What follows belongs to an exercise in optimizing a design on an open flow for small area; a production flow would make more cautious choices. At most, simulation tests tie the RTL to the original design; equivalence was not proved.

## bus_subsystem
module bus_subsystem (
  input  logic        ck,
  input  logic        rst,
  output logic        master_in_notify,
  input  logic        master_in_sync,
  input  logic        master_in_trans,
  input  logic [31:0] master_in_addr,
  input  logic [31:0] master_in_data,
  output logic        master_out_notify,
  input  logic        master_out_sync,
  output logic        master_out_ack,
  output logic [31:0] master_out_data
);
==> module bus_subsystem, before the edit <==
module bus_subsystem (
  input  logic        ck,
  input  logic        rst,
  output logic        master_in_notify,
  input  logic        master_in_sync,
  input  logic        master_in_trans,
  input  logic [31:0] master_in_addr,
  input  logic [31:0] master_in_data,
  output logic        master_out_notify,
  input  logic        master_out_sync,
  output logic        master_out_ack,
  output logic [31:0] master_out_data
);
  localparam logic [8*32-1:0] rom_words = {
    32'h8000_0000, 32'h7fff_ffff, 32'ha5a5_5a5a, 32'h0f0f_0f0f,
    32'hffff_0000, 32'h89ab_cdef, 32'h1234_5678, 32'h0000_0001
  };
  localparam logic [7:0] wport0 = 8'b0001_0001;
  localparam logic [7:0] wport1 = 8'b0001_0001;
  localparam logic [7:0] wport2 = 8'b0000_0001;
  localparam logic [7:0] rport0 = 8'b0100_1001;
  localparam logic [7:0] rport1 = 8'b0001_0001;
  localparam logic [7:0] rport2 = 8'b0000_0001;
  logic        in_n;     
  logic        out_n;    
  logic [2:0]  cnt;      
  logic [1:0]  win_q;
  logic [2:0]  pos_q;    
  logic        wr_q;
  logic        reg_q;    
  logic        ack_q;
  logic [2:0]  t;
  logic        done;     
  logic [31:0] r;
  logic        accept;
  logic        mapped;
  logic [1:0]  in_win;
  logic [2:0]  in_off;
  logic        rd_in;    
  logic        busy;
  logic        in_n_n;   
  logic        out_n_n;  
  logic [2:0]  t_n;      
  logic        done_n;   
  assign accept = in_n & master_in_sync;
  assign mapped = ~|master_in_addr[31:5];
  assign in_win = master_in_addr[4:3];
  assign in_off = master_in_addr[2:0];
  assign rd_in  = accept & ~master_in_trans & mapped;
  assign rd_q   = reg_q & ~wr_q & ~in_n;
  assign busy   = ~in_n & ~out_n;
  assign t_n    = t + 3'd1;
  assign done_n = done | (t == 3'd7);
  always_comb begin
    in_n_n  = in_n;
    out_n_n = out_n;
    if (accept) begin
      in_n_n  = 1'b0;
      out_n_n = ~mapped;
    end else if (out_n) begin
      if (master_out_sync) begin
        out_n_n = 1'b0;
        in_n_n  = 1'b1;
      end
    end else if (busy && cnt == '0) begin
      out_n_n = 1'b1;
    end
  end
  always_ff @(posedge ck or posedge rst) begin
    if (rst) begin
      in_n  <= 1'b1;
      out_n <= 1'b0;
      reg_q <= 1'b0;
      t     <= '0;
      done  <= 1'b0;
    end else begin
      t     <= t_n;
      done  <= done_n;
      in_n  <= in_n_n;
      out_n <= out_n_n;
      if (accept) begin
        reg_q <= mapped & (in_win != 2'd3);
      end
    end
  end
  always_ff @(posedge ck) begin
    if (accept) begin
      case (in_win)
        2'd1:    cnt <= 3'd3;
        2'd2:    cnt <= 3'd6;
        default: cnt <= 3'd1;
      endcase
      win_q <= in_win;
      wr_q  <= master_in_trans;
      ack_q <= master_in_trans & mapped & (in_win == 2'd3);
    end else begin
      cnt <= cnt - 3'd1;
    end
  end
  logic [31:0] m0 [8];
  logic [31:0] m1 [8];
  logic [31:0] m2 [8];
  logic [7:0]  ws0, ws1, ws2;    
  logic [7:0]  wh0, wh1, wh2;    
  logic [7:0]  rs0, rs1, rs2;    
  logic        rd_q;             
  logic [7:0]  ra0, ra2;         
  logic [2:0]  a_n;              
  logic        sw01, sw2;        
  logic [2:0]  a_in;             
  logic        byp;              
  logic [31:0] cap;
  assign a_in  = in_off + t;
  assign a_n   = (accept ? a_in : pos_q) + 3'd1;
  assign byp   = reg_q & wr_q & (win_q == 2'd0) & (pos_q == a_in);
  assign sw01  = ~done & ~t[2];
  assign sw2   = ~done;
  always_ff @(posedge ck) begin
    pos_q <= a_n;
  end
  always_comb begin
    for (int p = 0; p < 8; p++) begin
      ws0[p] = wport0[p] && reg_q && wr_q && win_q == 2'd0 && pos_q == 3'(p - 1);
      ws1[p] = wport1[p] && reg_q && wr_q && win_q == 2'd1 && pos_q == 3'(p - 1);
      ws2[p] = wport2[p] && reg_q && wr_q && win_q == 2'd2 && pos_q == 3'(p - 1);
      wh0[p] = !ws0[p] && !sw01;
      wh1[p] = !ws1[p] && !sw01;
      wh2[p] = !ws2[p] && !sw2;
      rs0[p] = rport0[p] && rd_q && win_q == 2'd0 && pos_q == 3'(p) && (done || t > 3'(p % 4));
      rs1[p] = rport1[p] && rd_q && win_q == 2'd1 && pos_q == 3'(p) && (done || t > 3'(p % 4));
      rs2[p] = rport2[p] && rd_q && win_q == 2'd2 && pos_q == 3'(p) && (done || t > 3'(p));
      ra0[p] = rport0[p] && rd_in && in_win == 2'd0 && a_in == 3'(p) && (done || t > 3'(p % 4)) && !byp;
      ra2[p] = rport2[p] && rd_in && in_win == 2'd2 && a_in == 3'(p) && (done || t > 3'(p));
    end
    cap = '0;
    for (int p = 0; p < 8; p++) begin
      if (rs0[p] | ra0[p]) cap = cap | m0[p];
      if (rs1[p])          cap = cap | m1[p];
      if (rs2[p] | ra2[p]) cap = cap | m2[p];
    end
  end
  always_ff @(posedge ck) begin
    for (int p = 0; p < 8; p++) begin
      if (wport0[p]) m0[p] <= ({32{ws0[p]}} & r) | ({32{wh0[p]}} & m0[(p + 7) % 8]);
      else           m0[p] <= m0[(p + 7) % 8];
      if (wport1[p]) m1[p] <= ({32{ws1[p]}} & r) | ({32{wh1[p]}} & m1[(p + 7) % 8]);
      else           m1[p] <= m1[(p + 7) % 8];
      if (wport2[p]) m2[p] <= ({32{ws2[p]}} & r) | ({32{wh2[p]}} & m2[(p + 7) % 8]);
      else           m2[p] <= m2[(p + 7) % 8];
    end
  end
  logic        hold;     
  logic        ld_d;     
  logic        ld_rom;   
  assign hold   = ~accept | (rd_in & (in_win == 2'd0) & byp);
  assign ld_d   = accept & master_in_trans;
  assign ld_rom = rd_in & (in_win == 2'd3);
  always_ff @(posedge ck) begin
    r <= ({32{hold}} & r) | ({32{ld_d}} & master_in_data) |
         ({32{ld_rom}} & rom_words[32*in_off +: 32]) | cap;
  end
  assign master_in_notify  = in_n;
  assign master_out_notify = out_n;
  assign master_out_ack    = ack_q;
  assign master_out_data   = wr_q ? '0 : r;
endmodule
export LEC_CHECK = 0
export CAP_MARGIN = 20
export CORE_MARGIN = 2
export CORE_UTILIZATION = 50
export PLACE_DENSITY = 0.65
export SLEW_MARGIN = 20
create_clock -name core_clock -period 4.0 [get_ports {ck}]
standard.sh (not shown) runs the stock make flow with config.mk's settings and CLKGATE_MAP_FILE= SYNTH_SCRIPT=/design/flow/synth_recipe.tcl, a recipe that flattens the netlist after the stock synthesis.
==> flow/flow/run.sh <==
#!/bin/bash
# The standard layout (standard.sh: ORFS floorplan, power grid, placement,
# routing) with these changes for cell area:
#  - synthesis: the standard flow's script, but ABC maps for area (flow/synth.tcl) and
#    small adders are left to ABC instead of half/full-adder cells,
#  - port buffers use the smallest buffer (every port still gets one),
#  - clock tree: clkbuf_8 sink clusters, no dummy loads.
# make's output goes to flow_make.log; ORFS's per-step logs stay in orfs/logs.
set -euo pipefail
here=$(pwd)
export AREA_ABC_SCRIPT=$here/flow/abc_area.script
bash standard.sh \
  "SYNTH_SCRIPT=$here/flow/synth.tcl" \
  "ADDER_MAP_FILE=" \
  "BUFFER_PORTS_ARGS=-buffer_cell sky130_fd_sc_hd__buf_1" \
  "CTS_ARGS=-sink_clustering_enable -repair_clock_nets -buf_list sky130_fd_sc_hd__clkbuf_8 -sink_clustering_size 19 -sink_clustering_max_diameter 65 -dont_use_dummy_load" \
  finish > flow_make.log 2>&1
==> flow/flow/abc_area.script <==
&get -n
&st
&dch
&nf -a -R 1000 -F 20 -A 20
&put
==> flow/flow/synth.tcl <==
# The standard flow's synthesis script (synth_recipe.tcl) with one change: ABC maps the
# combinational logic with an area-oriented script (abc_area.script beside
# this file) in place of ORFS's speed script. Everything else, flip-flop
# mapping included, is the standard synthesis, so the registers are the same.
proc synth {args} { yosys synth -nofsm -noshare {*}$args }
proc abc {args} {
  set i [lsearch -exact $args -script]
  if { $i >= 0 } { lset args [expr {$i + 1}] $::env(AREA_ABC_SCRIPT) }
  yosys abc {*}$args
}
source $::env(SCRIPTS_DIR)/synth.tcl
# left out here: clear keep_hierarchy, flatten, clean up, hide names made inside functions, write 1_2_yosys.v
Change:
--- a/flow/design.v
+++ b/flow/design.v
@@ -47,9 +47,8 @@
   assign mapped = ~|master_in_addr[31:5];
   assign in_win = master_in_addr[4:3];
   assign in_off = master_in_addr[2:0];
   assign rd_in  = accept & ~master_in_trans & mapped;
-  assign rd_q   = reg_q & ~wr_q & ~in_n;
   assign busy   = ~in_n & ~out_n;
   assign t_n    = t + 3'd1;
   assign done_n = done | (t == 3'd7);
   always_comb begin
@@ -102,43 +101,70 @@
   logic [31:0] m1 [8];
   logic [31:0] m2 [8];
   logic [7:0]  ws0, ws1, ws2;    
   logic [7:0]  wh0, wh1, wh2;    
+  logic [7:0]  wn0, wn1, wn2;    
   logic [7:0]  rs0, rs1, rs2;    
-  logic        rd_q;             
+  logic [7:0]  rn0, rn1, rn2;    
   logic [7:0]  ra0, ra2;         
+  logic        reg_n, wr_n, rd_n;
+  logic [1:0]  win_n;
   logic [2:0]  a_n;              
   logic        sw01, sw2;        
   logic [2:0]  a_in;             
   logic        byp;              
   logic [31:0] cap;
+  assign reg_n = accept ? (mapped & (in_win != 2'd3)) : reg_q;
+  assign wr_n  = accept ? master_in_trans : wr_q;
+  assign rd_n  = reg_n & ~wr_n & ~in_n_n;
+  assign win_n = accept ? in_win : win_q;
   assign a_in  = in_off + t;
   assign a_n   = (accept ? a_in : pos_q) + 3'd1;
   assign byp   = reg_q & wr_q & (win_q == 2'd0) & (pos_q == a_in);
-  assign sw01  = ~done & ~t[2];
-  assign sw2   = ~done;
+  assign sw01  = ~done_n & ~t_n[2];
+  assign sw2   = ~done_n;
   always_ff @(posedge ck) begin
     pos_q <= a_n;
   end
   always_comb begin
     for (int p = 0; p < 8; p++) begin
-      ws0[p] = wport0[p] && reg_q && wr_q && win_q == 2'd0 && pos_q == 3'(p - 1);
-      ws1[p] = wport1[p] && reg_q && wr_q && win_q == 2'd1 && pos_q == 3'(p - 1);
-      ws2[p] = wport2[p] && reg_q && wr_q && win_q == 2'd2 && pos_q == 3'(p - 1);
-      wh0[p] = !ws0[p] && !sw01;
-      wh1[p] = !ws1[p] && !sw01;
-      wh2[p] = !ws2[p] && !sw2;
-      rs0[p] = rport0[p] && rd_q && win_q == 2'd0 && pos_q == 3'(p) && (done || t > 3'(p % 4));
-      rs1[p] = rport1[p] && rd_q && win_q == 2'd1 && pos_q == 3'(p) && (done || t > 3'(p % 4));
-      rs2[p] = rport2[p] && rd_q && win_q == 2'd2 && pos_q == 3'(p) && (done || t > 3'(p));
+      wn0[p] = wport0[p] && reg_n && wr_n && win_n == 2'd0 && a_n == 3'(p - 1);
+      wn1[p] = wport1[p] && reg_n && wr_n && win_n == 2'd1 && a_n == 3'(p - 1);
+      wn2[p] = wport2[p] && reg_n && wr_n && win_n == 2'd2 && a_n == 3'(p - 1);
+      rn0[p] = rport0[p] && rd_n && win_n == 2'd0 && a_n == 3'(p) && (done_n || t_n > 3'(p % 4));
+      rn1[p] = rport1[p] && rd_n && win_n == 2'd1 && a_n == 3'(p) && (done_n || t_n > 3'(p % 4));
+      rn2[p] = rport2[p] && rd_n && win_n == 2'd2 && a_n == 3'(p) && (done_n || t_n > 3'(p));
       ra0[p] = rport0[p] && rd_in && in_win == 2'd0 && a_in == 3'(p) && (done || t > 3'(p % 4)) && !byp;
       ra2[p] = rport2[p] && rd_in && in_win == 2'd2 && a_in == 3'(p) && (done || t > 3'(p));
     end
     cap = '0;
     for (int p = 0; p < 8; p++) begin
       if (rs0[p] | ra0[p]) cap = cap | m0[p];
       if (rs1[p])          cap = cap | m1[p];
       if (rs2[p] | ra2[p]) cap = cap | m2[p];
+    end
+  end
+  always_ff @(posedge ck or posedge rst) begin
+    if (rst) begin
+      ws0 <= '0;
+      ws1 <= '0;
+      ws2 <= '0;
+      wh0 <= '0;
+      wh1 <= '0;
+      wh2 <= '0;
+      rs0 <= '0;
+      rs1 <= '0;
+      rs2 <= '0;
+    end else begin
+      ws0 <= wn0;
+      ws1 <= wn1;
+      ws2 <= wn2;
+      wh0 <= ~wn0 & {8{~sw01}};
+      wh1 <= ~wn1 & {8{~sw01}};
+      wh2 <= ~wn2 & {8{~sw2}};
+      rs0 <= rn0;
+      rs1 <= rn1;
+      rs2 <= rn2;
     end
   end
   always_ff @(posedge ck) begin
     for (int p = 0; p < 8; p++) begin
What happened: Final area is about the same. Wire length falls by 1.8%. Maximum frequency grows by about 20%. Clock-buffer cell count rises by 1. Non-clock buffer count is lower by 7. Synthesized cell count stays flat. Die area goes up by 0.95%.
The RTL of the first run of this note was laid out without a check of its function.

==> afterwards: timing with drivers on the ports <==
How much do the figures lean on ideal ports? The routed layouts below were timed once more, with nothing changed but the port constraints.
Step 1 assumes that a clkbuf_16 drives the clock port and a buf_2 every other input.
Step 2, shift: input delay + t, output delay - t, t = (earliest + latest rising clock arrival at the registers) / 2. This alone moves slack from input paths to output paths.
Slacks: no drivers / after step 1 / after step 2; pairs: no drivers / after step 1.
run	shift t [ns]	setup slack, ns	hold slack, ns	latest minus earliest clock arrival (ns)	worst register clock-pin slew, ns
the first run	0.678	0.571 / 0.571 / 0.136	0.268 / 0.268 / 0.268	0.079 / 0.079	0.12 / 0.12
the second run	0.672	1.131 / 1.081 / 0.511	0.168 / 0.137 / 0.279	0.075 / 0.074	0.11 / 0.11
After both steps setup and hold are still met in every run listed. For the second run, which loses most, drivers alone change the setup slack by -0.050 ns; drivers and shift together by -0.620 ns.
